From an optimization exercise on the open Yosys and OpenROAD flow, aimed at small area; shortcuts taken in it are not production practice.
The RTL was checked by simulation tests, not by an equivalence proof against the original design.

==> run A <==
// decodeExecute
module decodeExecute
(
  input  logic     CLK,
  input  logic     nRST,
  input  cpuTypesPkg::word_t    instr,
  input  cpuTypesPkg::word_t    pc,
  input  logic     enable,
  input  logic     flush,
  input  logic     wbWen,
  input  cpuTypesPkg::regAddr_t wbReg,
  input  cpuTypesPkg::word_t    wbData,
  output cpuTypesPkg::word_t    exResult,
  output cpuTypesPkg::regAddr_t destReg,
  output logic     regWen,
  output logic     memToReg,
  output logic     dRen,
  output logic     dWen,
  output cpuTypesPkg::word_t    storeData,
  output logic     branchTaken,
  output cpuTypesPkg::word_t    branchTarget
);
clock: 10.0 ns
lec_check: 0
cap_margin: 20
core_margin: 2
core_utilization: 55
cts_buf_list: sky130_fd_sc_hd__clkbuf_16
cts_cluster_diameter: 80
cts_cluster_size: 25
slew_margin: 20
synth_hierarchical: 1
synth_minimum_keep_size: 0
standard.sh (not shown) runs the stock make flow with config.mk's settings and CLKGATE_MAP_FILE= SYNTH_SCRIPT=/design/flow/synth_recipe.tcl, a recipe that flattens the netlist after the stock synthesis.
==> flow/flow/run.sh <==
#!/bin/bash
# The standard ORFS layout (standard.sh, standard synthesis unchanged) with two
# settings changed: ports are buffered with buf_1 instead of the default buffer, and
# clock tree synthesis inserts no dummy loads. Each tool's output is in
# orfs/logs/...; make's own output goes to flow_make.log in the work folder.
set -euo pipefail
export BUFFER_PORTS_ARGS="-buffer_cell sky130_fd_sc_hd__buf_1"
export CTS_ARGS="-sink_clustering_enable -repair_clock_nets -buf_list sky130_fd_sc_hd__clkbuf_8 -sink_clustering_size 16 -sink_clustering_max_diameter 70 -dont_use_dummy_load"
bash standard.sh > flow_make.log 2>&1
==> inputs of run E, as changes to run A <==
--- a/flow/design.v
+++ b/flow/design.v
@@ -177,79 +177,66 @@
   output cpuTypesPkg::word_t y
 );
   assign y = ~(({32{s0}} & a0) | ({32{s1}} & a1));
 endmodule
 `timescale 1ns/1ns
 module pipeRegIdEx
 (
-  input  logic  CLK,
-  input  logic  nRST,
-  input  logic  enable,
-  input  logic  flush,
-  input  logic  regWenIn,
-  input  logic  dRenIn,
-  input  logic  dWenIn,
-  input  logic  branchTakenIn,
-  input  cpuTypesPkg::regAddr_t destRegIn,
-  input  cpuTypesPkg::word_t    exResultIn,
-  input  cpuTypesPkg::word_t    targetIn,
-  output logic  regWen,
-  output logic  dRen,
-  output logic  dWen,
-  output logic  branchTaken,
-  output cpuTypesPkg::regAddr_t destReg,
-  output cpuTypesPkg::word_t    exResult,
-  output cpuTypesPkg::word_t    target
+  input  logic        CLK,
+  input  logic        nRST,
+  input  logic        enable,
+  input  logic        flush,
+  input  logic [5:0]  opIn,
+  input  logic [25:0] fieldsIn,
+  input  logic        eqIn,
+  input  cpuTypesPkg::word_t pIn,
+  input  cpuTypesPkg::word_t qIn,
+  output logic        valid,
+  output logic [5:0]  op,
+  output logic [25:0] fields,
+  output logic        eq,
+  output cpuTypesPkg::word_t p,
+  output cpuTypesPkg::word_t q
 );
   always_ff @(posedge CLK or negedge nRST)
   begin
     if (!nRST)
-    begin
-      regWen      <= 1'b0;               
-      dRen        <= 1'b0;
-      dWen        <= 1'b0;
-      branchTaken <= 1'b0;
-    end
+      valid <= 1'b0;                     
     else if (flush)
-    begin
-      regWen      <= 1'b0;               
-      dRen        <= 1'b0;
-      dWen        <= 1'b0;
-      branchTaken <= 1'b0;
-    end
+      valid <= 1'b0;                     
     else if (enable)
-    begin
-      regWen      <= regWenIn;
-      dRen        <= dRenIn;
-      dWen        <= dWenIn;
-      branchTaken <= branchTakenIn;
-    end
+      valid <= 1'b1;
   end
   always_ff @(posedge CLK)
   begin
     if (enable)
     begin
-      destReg  <= destRegIn;
-      exResult <= exResultIn;
-      target   <= targetIn;
+      op     <= opIn;
+      fields <= fieldsIn;
+      eq     <= eqIn;
+      p      <= pIn;
+      q      <= qIn;
     end
   end
 endmodule
 `timescale 1ns/1ns
 module executeStage
 (
+  input  logic        valid,
   input  logic [5:0]  op,
   input  logic [25:0] fields,
   input  logic        eq,
   input  cpuTypesPkg::word_t p,
   input  cpuTypesPkg::word_t q,
   output cpuTypesPkg::word_t    exResult,
-  output cpuTypesPkg::word_t    target,       
+  output cpuTypesPkg::word_t    storeData,
+  output cpuTypesPkg::word_t    branchTarget,
   output cpuTypesPkg::regAddr_t destReg,
   output logic     regWen,
+  output logic     memToReg,
   output logic     dRen,
   output logic     dWen,
   output logic     branchTaken
 );
   logic [5:0]  fn;
   logic [15:0] imm;
   logic        isR;
@@ -266,19 +253,21 @@
       default:                                  rWen = 1'b0;
     endcase
     case (op)
       6'h03, 6'h09, 6'h0A, 6'h0C, 6'h0D, 6'h0E, 6'h0F, 6'h23: iWen = 1'b1;
       default:                                                iWen = 1'b0;
     endcase
   end
-  assign regWen      = isR ? rWen : iWen;
-  assign dRen        = (op == 6'h23);
-  assign dWen        = (op == 6'h2B);
-  assign branchTaken = (isR && fn == 6'h08) || op == 6'h02 || op == 6'h03
-                    || (op == 6'h04 && eq) || (op == 6'h05 && !eq);
+  assign regWen      = valid && (isR ? rWen : iWen);
+  assign dRen        = valid && (op == 6'h23);
+  assign dWen        = valid && (op == 6'h2B);
+  assign branchTaken = valid && ((isR && fn == 6'h08) || op == 6'h02 || op == 6'h03
+                              || (op == 6'h04 && eq) || (op == 6'h05 && !eq));
+  assign storeData = q;
+  assign memToReg  = dRen;
   assign destReg = isR ? fields[15:11] :
                    (!op[5] && !op[3]) ? 5'd31 : fields[20:16];
   logic ySelQ, ySext, yZext, yLui, yBr, sub, four, sltSigned;
   logic rShR, rShL, rSum, rSlt, mNor, mPr, mG;
   assign ySelQ = isR && fn[5];                                
   assign ySext = !isR && (op[5] || (op[3] && !op[2]));        
   assign yZext = !op[5] && op[3] && op[2] && !(op[1] && op[0]);   
@@ -367,20 +356,18 @@
     .rShL  (rShL),
     .out   (resultOut)
   );
   assign exResult = {resultOut[31:1], resultOut[0] | (rSlt & s[34])};
   logic jSel;
   assign jSel = !isR && !op[2];
   targetMux i_targetMux (
-    .q      (q),
     .sum    (sum),
     .jt     (fields[25:0]),
-    .selQ   (op[5]),
     .selJ   (jSel),
-    .target (target)
+    .target (branchTarget)
   );
 endmodule
 module operandY
 (
   input  cpuTypesPkg::word_t q,
   input  logic [15:0]        imm,
   input  logic               ySelQ,
@@ -439,23 +426,20 @@
              | ({32{mPr}}   & lpr)
              | ({32{mNor}}  & ~(lpr | lg))
              | ({32{rShR}}  & shR)
              | ({32{rShL}}  & shRev);
 endmodule
 module targetMux
 (
-  input  cpuTypesPkg::word_t q,
   input  cpuTypesPkg::word_t sum,
   input  logic [25:0]        jt,
-  input  logic               selQ,
   input  logic               selJ,
   output cpuTypesPkg::word_t target
 );
-  assign target = selQ ? q :
-                  selJ ? {sum[31:28], jt, 2'b00} : sum;
+  assign target = selJ ? {sum[31:28], jt, 2'b00} : sum;
 endmodule
 module prefixCarry
 (
   input  logic [34:0] g,
   input  logic [34:0] pr,
   output logic [34:0] c
 );
@@ -578,26 +562,24 @@
   output logic     memToReg,
   output logic     dRen,
   output logic     dWen,
   output cpuTypesPkg::word_t    storeData,
   output logic     branchTaken,
   output cpuTypesPkg::word_t    branchTarget
 );
-  cpuTypesPkg::word_t    rdat1;
-  cpuTypesPkg::word_t    rdat2;
-  logic                  usePc;
-  logic                  useRs;
-  logic                  idRegWen;
-  logic                  idDRen;
-  logic                  idDWen;
-  logic                  idBranchTaken;
-  cpuTypesPkg::regAddr_t idDestReg;
-  cpuTypesPkg::word_t    idExResult;
-  cpuTypesPkg::word_t    idTarget;
-  cpuTypesPkg::word_t    exTarget;
+  cpuTypesPkg::word_t rdat1;
+  cpuTypesPkg::word_t rdat2;
+  logic               usePc;
+  logic               useRs;
+  logic               exValid;
+  logic [5:0]         exOp;
+  logic [25:0]        exFields;
+  logic               exEq;
+  cpuTypesPkg::word_t exP;
+  cpuTypesPkg::word_t exQ;
   controlDecoder i_controlDecoder (
     .instr (instr),
     .usePc (usePc),
     .useRs (useRs)
   );
   registerFile i_registerFile (
     .CLK    (CLK),
@@ -606,45 +588,42 @@
     .wbReg  (wbReg),
     .wbData (wbData),
     .rs     (instr[25:21]),
     .rt     (instr[20:16]),
     .rdat1  (rdat1),
     .rdat2  (rdat2)
   );
+  pipeRegIdEx i_pipeRegIdEx (
+    .CLK      (CLK),
+    .nRST     (nRST),
+    .enable   (enable),
+    .flush    (flush),
+    .opIn     (instr[31:26]),
+    .fieldsIn (instr[25:0]),
+    .eqIn     (rdat1 == rdat2),
+    .pIn      (({32{usePc}} & pc) | ({32{useRs}} & rdat1)),
+    .qIn      (rdat2),
+    .valid    (exValid),
+    .op       (exOp),
+    .fields   (exFields),
+    .eq       (exEq),
+    .p        (exP),
+    .q        (exQ)
+  );
   executeStage i_executeStage (
-    .op          (instr[31:26]),
-    .fields      (instr[25:0]),
-    .eq          (rdat1 == rdat2),
-    .p           (({32{usePc}} & pc) | ({32{useRs}} & rdat1)),
-    .q           (rdat2),
-    .exResult    (idExResult),
-    .target      (idTarget),
-    .destReg     (idDestReg),
-    .regWen      (idRegWen),
-    .dRen        (idDRen),
-    .dWen        (idDWen),
-    .branchTaken (idBranchTaken)
+    .valid        (exValid),
+    .op           (exOp),
+    .fields       (exFields),
+    .eq           (exEq),
+    .p            (exP),
+    .q            (exQ),
+    .exResult     (exResult),
+    .storeData    (storeData),
+    .branchTarget (branchTarget),
+    .destReg      (destReg),
+    .regWen       (regWen),
+    .memToReg     (memToReg),
+    .dRen         (dRen),
+    .dWen         (dWen),
+    .branchTaken  (branchTaken)
   );
-  pipeRegIdEx i_pipeRegIdEx (
-    .CLK           (CLK),
-    .nRST          (nRST),
-    .enable        (enable),
-    .flush         (flush),
-    .regWenIn      (idRegWen),
-    .dRenIn        (idDRen),
-    .dWenIn        (idDWen),
-    .branchTakenIn (idBranchTaken),
-    .destRegIn     (idDestReg),
-    .exResultIn    (idExResult),
-    .targetIn      (idTarget),
-    .regWen        (regWen),
-    .dRen          (dRen),
-    .dWen          (dWen),
-    .branchTaken   (branchTaken),
-    .destReg       (destReg),
-    .exResult      (exResult),
-    .target        (exTarget)
-  );
-  assign memToReg     = dRen;
-  assign storeData    = exTarget;
-  assign branchTarget = exTarget;
 endmodule
==> flow/flow/run.sh (replaced) <==
#!/bin/bash
# The standard ORFS layout (standard.sh, standard synthesis unchanged) with two
# settings changed: ports are buffered with buf_1 instead of the default buffer, and
# clock tree synthesis inserts no dummy loads. Each tool's output is in
# orfs/logs/...; make's own output goes to flow_make.log in the work folder.
set -euo pipefail
export BUFFER_PORTS_ARGS="-buffer_cell sky130_fd_sc_hd__buf_1"
export CTS_ARGS="-sink_clustering_enable -repair_clock_nets -buf_list sky130_fd_sc_hd__clkbuf_16 -sink_clustering_size 25 -sink_clustering_max_diameter 80 -dont_use_dummy_load"
bash standard.sh > flow_make.log 2>&1
==> inputs of run C, as changes to run A <==
--- a/flow/design.v
+++ b/flow/design.v
@@ -185,22 +185,20 @@
   input  logic  nRST,
   input  logic  enable,
   input  logic  flush,
   input  logic  regWenIn,
   input  logic  dRenIn,
   input  logic  dWenIn,
   input  logic  branchTakenIn,
-  input  cpuTypesPkg::regAddr_t destRegIn,
   input  cpuTypesPkg::word_t    exResultIn,
   input  cpuTypesPkg::word_t    targetIn,
   output logic  regWen,
   output logic  dRen,
   output logic  dWen,
   output logic  branchTaken,
-  output cpuTypesPkg::regAddr_t destReg,
   output cpuTypesPkg::word_t    exResult,
   output cpuTypesPkg::word_t    target
 );
   always_ff @(posedge CLK or negedge nRST)
   begin
     if (!nRST)
     begin
@@ -224,15 +222,14 @@
       branchTaken <= branchTakenIn;
     end
   end
   always_ff @(posedge CLK)
   begin
     if (enable)
     begin
-      destReg  <= destRegIn;
       exResult <= exResultIn;
       target   <= targetIn;
     end
   end
 endmodule
 `timescale 1ns/1ns
 module executeStage
@@ -240,15 +237,14 @@
   input  logic [5:0]  op,
   input  logic [25:0] fields,
   input  logic        eq,
   input  cpuTypesPkg::word_t p,
   input  cpuTypesPkg::word_t q,
   output cpuTypesPkg::word_t    exResult,
   output cpuTypesPkg::word_t    target,       
-  output cpuTypesPkg::regAddr_t destReg,
   output logic     regWen,
   output logic     dRen,
   output logic     dWen,
   output logic     branchTaken
 );
   logic [5:0]  fn;
   logic [15:0] imm;
@@ -271,16 +267,18 @@
     endcase
   end
   assign regWen      = isR ? rWen : iWen;
   assign dRen        = (op == 6'h23);
   assign dWen        = (op == 6'h2B);
   assign branchTaken = (isR && fn == 6'h08) || op == 6'h02 || op == 6'h03
                     || (op == 6'h04 && eq) || (op == 6'h05 && !eq);
-  assign destReg = isR ? fields[15:11] :
-                   (!op[5] && !op[3]) ? 5'd31 : fields[20:16];
+  cpuTypesPkg::regAddr_t dest;
+  logic                  selD;
+  assign dest = isR ? fields[15:11] : fields[20:16];
+  assign selD = isR ? (fn[5] || !fn[3]) : (op[3] ^ op[5]);    
   logic ySelQ, ySext, yZext, yLui, yBr, sub, four, sltSigned;
   logic rShR, rShL, rSum, rSlt, mNor, mPr, mG;
   assign ySelQ = isR && fn[5];                                
   assign ySext = !isR && (op[5] || (op[3] && !op[2]));        
   assign yZext = !op[5] && op[3] && op[2] && !(op[1] && op[0]);   
   assign yLui  = !op[5] && op[3] && op[2] && op[1] && op[0];
   assign yBr   = !op[5] && !op[3] && op[2];                   
@@ -370,16 +368,18 @@
   assign exResult = {resultOut[31:1], resultOut[0] | (rSlt & s[34])};
   logic jSel;
   assign jSel = !isR && !op[2];
   targetMux i_targetMux (
     .q      (q),
     .sum    (sum),
     .jt     (fields[25:0]),
-    .selQ   (op[5]),
+    .dest   (dest),
+    .selQ   (op[5] && op[3]),
     .selJ   (jSel),
+    .selD   (selD),
     .target (target)
   );
 endmodule
 module operandY
 (
   input  cpuTypesPkg::word_t q,
   input  logic [15:0]        imm,
@@ -439,23 +439,27 @@
              | ({32{mPr}}   & lpr)
              | ({32{mNor}}  & ~(lpr | lg))
              | ({32{rShR}}  & shR)
              | ({32{rShL}}  & shRev);
 endmodule
 module targetMux
 (
-  input  cpuTypesPkg::word_t q,
-  input  cpuTypesPkg::word_t sum,
-  input  logic [25:0]        jt,
-  input  logic               selQ,
-  input  logic               selJ,
-  output cpuTypesPkg::word_t target
+  input  cpuTypesPkg::word_t    q,
+  input  cpuTypesPkg::word_t    sum,
+  input  logic [25:0]           jt,
+  input  cpuTypesPkg::regAddr_t dest,
+  input  logic                  selQ,
+  input  logic                  selJ,
+  input  logic                  selD,
+  output cpuTypesPkg::word_t    target
 );
-  assign target = selQ ? q :
-                  selJ ? {sum[31:28], jt, 2'b00} : sum;
+  cpuTypesPkg::word_t t;
+  assign t = selQ ? q :
+             selJ ? {sum[31:28], jt, 2'b00} : sum;
+  assign target = {t[31:5], selD ? dest : t[4:0]};
 endmodule
 module prefixCarry
 (
   input  logic [34:0] g,
   input  logic [34:0] pr,
   output logic [34:0] c
 );
@@ -586,15 +590,14 @@
   cpuTypesPkg::word_t    rdat2;
   logic                  usePc;
   logic                  useRs;
   logic                  idRegWen;
   logic                  idDRen;
   logic                  idDWen;
   logic                  idBranchTaken;
-  cpuTypesPkg::regAddr_t idDestReg;
   cpuTypesPkg::word_t    idExResult;
   cpuTypesPkg::word_t    idTarget;
   cpuTypesPkg::word_t    exTarget;
   controlDecoder i_controlDecoder (
     .instr (instr),
     .usePc (usePc),
     .useRs (useRs)
@@ -614,37 +617,35 @@
     .op          (instr[31:26]),
     .fields      (instr[25:0]),
     .eq          (rdat1 == rdat2),
     .p           (({32{usePc}} & pc) | ({32{useRs}} & rdat1)),
     .q           (rdat2),
     .exResult    (idExResult),
     .target      (idTarget),
-    .destReg     (idDestReg),
     .regWen      (idRegWen),
     .dRen        (idDRen),
     .dWen        (idDWen),
     .branchTaken (idBranchTaken)
   );
   pipeRegIdEx i_pipeRegIdEx (
     .CLK           (CLK),
     .nRST          (nRST),
     .enable        (enable),
     .flush         (flush),
     .regWenIn      (idRegWen),
     .dRenIn        (idDRen),
     .dWenIn        (idDWen),
     .branchTakenIn (idBranchTaken),
-    .destRegIn     (idDestReg),
     .exResultIn    (idExResult),
     .targetIn      (idTarget),
     .regWen        (regWen),
     .dRen          (dRen),
     .dWen          (dWen),
     .branchTaken   (branchTaken),
-    .destReg       (destReg),
     .exResult      (exResult),
     .target        (exTarget)
   );
   assign memToReg     = dRen;
   assign storeData    = exTarget;
   assign branchTarget = exTarget;
+  assign destReg      = exTarget[4:0] | {5{branchTaken}};
 endmodule
==> notes <==
- In die area, run C and run A hardly differ.
- Global-route usage: run E < run A < run C.
- Via count: run A is larger than run E (about 1.5%).
- In clock-buffer cell count, run A and run C do not differ.

-- separate check: timing with driven ports --
The results above use ideal ports. As a check the final layouts listed here were re-extracted and re-timed, cells and wires unchanged. Step 1 sets driving cells, clkbuf_16 on the clock port and buf_2 on the other inputs (assumed; they add their load-dependent delay and slew). Step 2 moves the port delays by t, midway between the first and last clock arrival at a register: inputs arrive t later, outputs are due t later. That takes back most of the time a late clock gives input paths. Slacks: ideal / step 1 / step 2; pairs: ideal / step 1.
run | shift t [ns] | slack for setup (ns) | clock arrival spread, ns | pins driven straight from the clock port
run A | 0.824 | 1.374 / 1.372 / 0.549 | 0.120 / 0.121 | 1
run E | 0.748 | 1.699 / 1.628 / 2.376 | 0.104 / 0.104 | 1
run C | 0.845 | 1.708 / 1.698 / 0.854 | 0.070 / 0.071 | 1
After both steps setup and hold are still met in every run listed. The setup slack of run C, which loses most, moves by -0.010 ns with the drivers and by -0.854 ns with both steps.
